From an optimization exercise on the open Yosys and OpenROAD flow, aimed at small area, a short achievable clock period and few clock cycles per item; shortcuts taken in it are not production practice.
Only simulation tests tie the RTL to the original design; equivalence was not proved.
Power figures rest on the tool's default switching activity, not on a simulated workload.

Setup of 07-08:
## cpu_alu_with_flags
module cpu_alu_with_flags (
    input  logic                            aclk,
    input  logic                            aresetn,
    input  logic                            s_tvalid,
    output logic                            s_tready,
    input  logic [cafl_pkg::S_TDATA_W-1:0]  s_tdata,
    output logic                            m_tvalid,
    input  logic                            m_tready,
    output logic [cafl_pkg::M_TDATA_W-1:0]  m_tdata
);
Size: ~70 I/O pins, roughly 0.034 mm^2 of cells after synthesis.
Settings: LEC_CHECK=0, CAP_MARGIN=20, CORE_MARGIN=2, CORE_UTILIZATION=55, CTS_CLUSTER_DIAMETER=80, CTS_CLUSTER_SIZE=25, SETUP_SLACK_MARGIN=5, SLEW_MARGIN=20; clock period 9.0 ns.
run.sh (not shown) runs the stock make flow with config.mk's settings and CLKGATE_MAP_FILE= SYNTH_SCRIPT=/design/flow/synth_recipe.tcl, a recipe that flattens the netlist after the stock synthesis.
Testbench counts of 07-08, summed over its fixed seeds: cycles 17,485, items 16,000.
diff inputs: 07-08 => 10-12
Settings: changing CORE_UTILIZATION from 55 to 40.
### Flow results
- 07-08 vs 10-12, endpoint of the most critical setup path: aa[15] vs u_out.head[14]
- 10-12 falls short of 07-08 in internal power summed over all cells.
- Against 07-08, 10-12 reports a global-route wire length before repair that is lower.
- | multi-input logic cell count | 07-08 vs 10-12 | ≈ equal |
- Fmax: 10-12 below 07-08
- 10-12 gives less register fraction of the total cell area than 07-08 did.
- Going from 07-08 to 10-12, final-layout worst hold slack lost 0.041 ns, fraction of the core area covered by cells at the end of the flow saw a decrease.
- Global-route usage | 10-12 below 07-08
- 10-12 ends up with a starting DRC count in detailed routing that is 136 lower than in 07-08.

---

Another version of the RTL of cpu_alu_with_flags (not shown whole).
Size: about 530 flip-flops, about 70 I/O pins, about 34000 um2 of cells after synthesis.
## cpu_alu_with_flags
module cpu_alu_with_flags (
    input  logic                            aclk,
    input  logic                            aresetn,
    input  logic                            s_tvalid,
    output logic                            s_tready,
    input  logic [cafl_pkg::S_TDATA_W-1:0]  s_tdata,
    output logic                            m_tvalid,
    input  logic                            m_tready,
    output logic [cafl_pkg::M_TDATA_W-1:0]  m_tdata
);
==> flow/config.mk <==
export PLATFORM = sky130hd
export DESIGN_NAME = cpu_alu_with_flags
export DESIGN_NICKNAME = cpu_alu_with_flags
export VERILOG_FILES = /design/flow/design.v
export SDC_FILE = /design/flow/constraint.sdc
export NUM_CORES = 4
export LEC_CHECK = 0
export CAP_MARGIN = 20
export CORE_MARGIN = 2
export CORE_UTILIZATION = 40
export SLEW_MARGIN = 20
==> flow/constraint.sdc <==
create_clock -name core_clock -period 9.0 [get_ports {aclk}]
set_input_delay 1.8000 -clock core_clock [delete_from_list [all_inputs] [get_ports {aclk}]]
set_output_delay 1.8000 -clock core_clock [all_outputs]
set_load 0.01 [all_outputs]
standard.sh (not shown) runs the stock make flow with config.mk's settings and CLKGATE_MAP_FILE= SYNTH_SCRIPT=/design/flow/synth_recipe.tcl, a recipe that flattens the netlist after the stock synthesis.
==> flow/flow/run.sh <==
#!/bin/bash
# Layout flow: the standard flow (standard.sh, unchanged synthesis and
# steps) with a stronger setup-repair target for the resizer. The clock,
# its period and the I/O constraints are the design's own.
set -euo pipefail
bash standard.sh SETUP_SLACK_MARGIN=6 finish > standard_flow.log 2>&1
The baseline completed with no timing, DRC or antenna violations.
Testbench counts at the start, summed over its fixed seeds: cycles 17,787, items 16,000.
Next try:
==> flow/run.sh (new file) <==
#!/bin/bash
# synth_recipe.tcl (not shown) runs the flow's synth.tcl, then flattens the netlist and writes it again
# the make line also repeats each setting of config.mk as NAME=value (left out here)
make -C /OpenROAD-flow-scripts/flow DESIGN_CONFIG=/design/flow/config.mk WORK_HOME=/design/flow/orfs CLKGATE_MAP_FILE= SYNTH_SCRIPT=/design/flow/synth_recipe.tcl finish
Settings changed: SETUP_SLACK_MARGIN set to 5.
removed: flow/flow/run.sh
removed: flow/standard.sh
Synthesized area stays the same. Worst setup slack loses 0.27 ns. Flip-flop and latch count does not change. Core utilization shrinks by 4.2 points. Cell count shrinks by 3.9%. Design area shrinks by 8.4%. Maximum frequency shrinks by 6.7%. Total power shrinks by 11%. Wire length shrinks by 8.2%. Global-route usage shrinks by 1.2 points. Clock skew shrinks by 0.020 ns.

---

Another version of the RTL of cpu_alu_with_flags (not shown whole).
Size: about 3400 cells after synthesis, roughly 510 flip-flops, about 0.035 mm^2 of cells after synthesis.
clock: 9.0 ns
lec_check: 0
cap_margin: 20
core_margin: 2
core_utilization: 40
setup_slack_margin: 5
slew_margin: 20
run.sh (not shown) runs the stock make flow with config.mk's settings and CLKGATE_MAP_FILE= SYNTH_SCRIPT=/design/flow/synth_recipe.tcl, a recipe that flattens the netlist after the stock synthesis.
Stock flow here: none of the scripts above is used.
The starting point finished with timing, DRC and antenna clean.
Testbench counts at the start, summed over its fixed seeds: cycles 18,144, items 16,000.
Rerun with:
SETUP_SLACK_MARGIN = default   (was 5)
What happened:
- core utilization falls by 2.4 points
- final area is lower by 5.1%
- power is lower by 5.5%
- wire length fell by 5.0%
- final cell count shrinks by 2.4%
- critical path depth grows by 4
- worst hold slack is worse by 0.0031 ns
- via count is lower by 3.5%
- clock skew went down by 0.032 ns
- clock-buffer cell count came out higher by 7

---

== build 11 ==
cpu_alu_with_flags, a different RTL version from the one above (not shown whole).
For scale: about 3300 cells after synthesis, about 500 flip-flops, ~70 I/O pins.
==> flow/config.mk <==
export PLATFORM = sky130hd
export DESIGN_NAME = cpu_alu_with_flags
export DESIGN_NICKNAME = cpu_alu_with_flags
export VERILOG_FILES = /design/flow/design.v
export SDC_FILE = /design/flow/constraint.sdc
export NUM_CORES = 4
export LEC_CHECK = 0
export CAP_MARGIN = 20
export CORE_MARGIN = 2
export CORE_UTILIZATION = 40
export CTS_CLUSTER_DIAMETER = 80
export CTS_CLUSTER_SIZE = 25
export SETUP_SLACK_MARGIN = 5
export SLEW_MARGIN = 20
==> flow/constraint.sdc <==
create_clock -name core_clock -period 9.0 [get_ports {aclk}]
set_input_delay 1.8000 -clock core_clock [delete_from_list [all_inputs] [get_ports {aclk}]]
set_output_delay 1.8000 -clock core_clock [all_outputs]
set_load 0.01 [all_outputs]
Build 11 went all the way through synthesis, placement and routing and the layout is clean on timing, DRC and antenna.
Testbench counts of build 11, summed over its fixed seeds: cycles 17,779, items 16,000.
The following lists how build 82 was set up differently from build 11:
==> flow/flow/run.sh (new file) <==
#!/bin/bash
# Layout flow: the standard flow (standard.sh: unchanged synthesis and
# steps, the design's clock and I/O constraints), with every port still
# buffered but by a plain buffer (buf_2) rather than the delay buffer the
# port-buffering step picks by default.
set -euo pipefail
bash standard.sh "BUFFER_PORTS_ARGS=-buffer_cell sky130_fd_sc_hd__buf_2" SETUP_SLACK_MARGIN=5.4 finish > standard_flow.log 2>&1
==> flow/standard.sh (new file) <==
#!/bin/bash
# synth_recipe.tcl (not shown) runs the flow's synth.tcl, then flattens the netlist and writes it again
# the make line also repeats each setting of config.mk as NAME=value (left out here)
make -C /OpenROAD-flow-scripts/flow DESIGN_CONFIG=/design/flow/config.mk WORK_HOME=/design/flow/orfs CLKGATE_MAP_FILE= SYNTH_SCRIPT=/design/flow/synth_recipe.tcl "${@:-finish}"
removed: flow/run.sh
--- outcome ---
- Going from build 11 to build 82, total power grew by a few percent.
- The met1 usage in global routing number comes out higher for build 82 vs build 11.
- Build 82 vs build 11, critical path launch point: s_tdata[6] vs s_tdata[8]
- Higher TritonCTS buffer count was reported by build 11, not build 82.
- On clock-buffer cell count: between build 11 and build 82, it ends up lower for build 82.
- Ratio of final minimum period to clock period: build 11 and build 82 compared, lower one is build 82
- In build 82 the share of layout cells above drive strength 1 turned out 5.7 points higher than in build 11.
- Build 82 ends up with a first-pass GRT wire length that is about 1.3% higher than in build 11.
- Largest net degree at the start of global routing | build 82 above build 11
## Diff of input files: build 60 against build 82
diff --git a/flow/flow/run.sh b/flow/flow/run.sh
--- a/flow/flow/run.sh
+++ b/flow/flow/run.sh
@@ -7 +7 @@
-bash standard.sh "BUFFER_PORTS_ARGS=-buffer_cell sky130_fd_sc_hd__buf_2" SETUP_SLACK_MARGIN=5.4 finish > standard_flow.log 2>&1
+bash standard.sh "BUFFER_PORTS_ARGS=-buffer_cell sky130_fd_sc_hd__buf_2" finish > standard_flow.log 2>&1
Results
- Re proportion of cell area occupied by multi-input gates: build 60 is 0.29 points up on build 82.
- Build 60 vs build 82: power per standard cell area down in build 60
- There was hardly any difference in number of multi-input logic gates between build 82 and build 60.
- On global routing usage summed across all routing layers, the lower figure sits with build 60, not build 82.
- In the tables for build 60 and build 82, power reads higher with build 82.
- Build 60 vs build 82 — sum of met3 wire segment lengths after detailed routing climbed by a few percent

==> re-timing with driven ports <==
In the flow no input, the clock included, has a driving cell. The finished layouts below were timed again as built, in two steps. Step 1 assumes that a clkbuf_16 drives the clock port and a buf_2 every other input. Step 2 also shifts input and output timing later by t, the mid clock arrival at the registers, as if the neighbouring blocks saw the same clock. Three values: ideal ports, drivers, drivers and shift; two values: the first two.
run	t, ns	slack for setup (ns)	worst setup path after step 2	clock arrival spread, ns
07-08	0.636	5.080 / 5.121 / 4.485	input to register	0.052 / 0.052
10-12	0.651	5.067 / 5.067 / 4.495	input to register	0.050 / 0.050
the first run of note 2	0.694	5.294 / 5.294 / 4.691	input to register	0.050 / 0.050
the second run of note 2	0.692	5.026 / 5.061 / 4.370	input to register	0.029 / 0.029
the first run of note 3	0.684	3.991 / 3.991 / 3.991	register to register	0.075 / 0.076
the second run of note 3	0.697	2.689 / 2.689 / 2.689	register to register	0.038 / 0.039
build 11	0.658	5.076 / 5.107 / 4.449	input to register	0.063 / 0.062
build 82	0.641	5.132 / 5.153 / 4.511	input to register	0.047 / 0.047
build 60	0.657	5.106 / 5.111 / 4.493	input to register	0.056 / 0.056
After both steps every run listed still meets setup and hold. The setup slack of the second run of note 2, which loses most, moves by +0.035 ns with the drivers and by -0.656 ns with both steps.
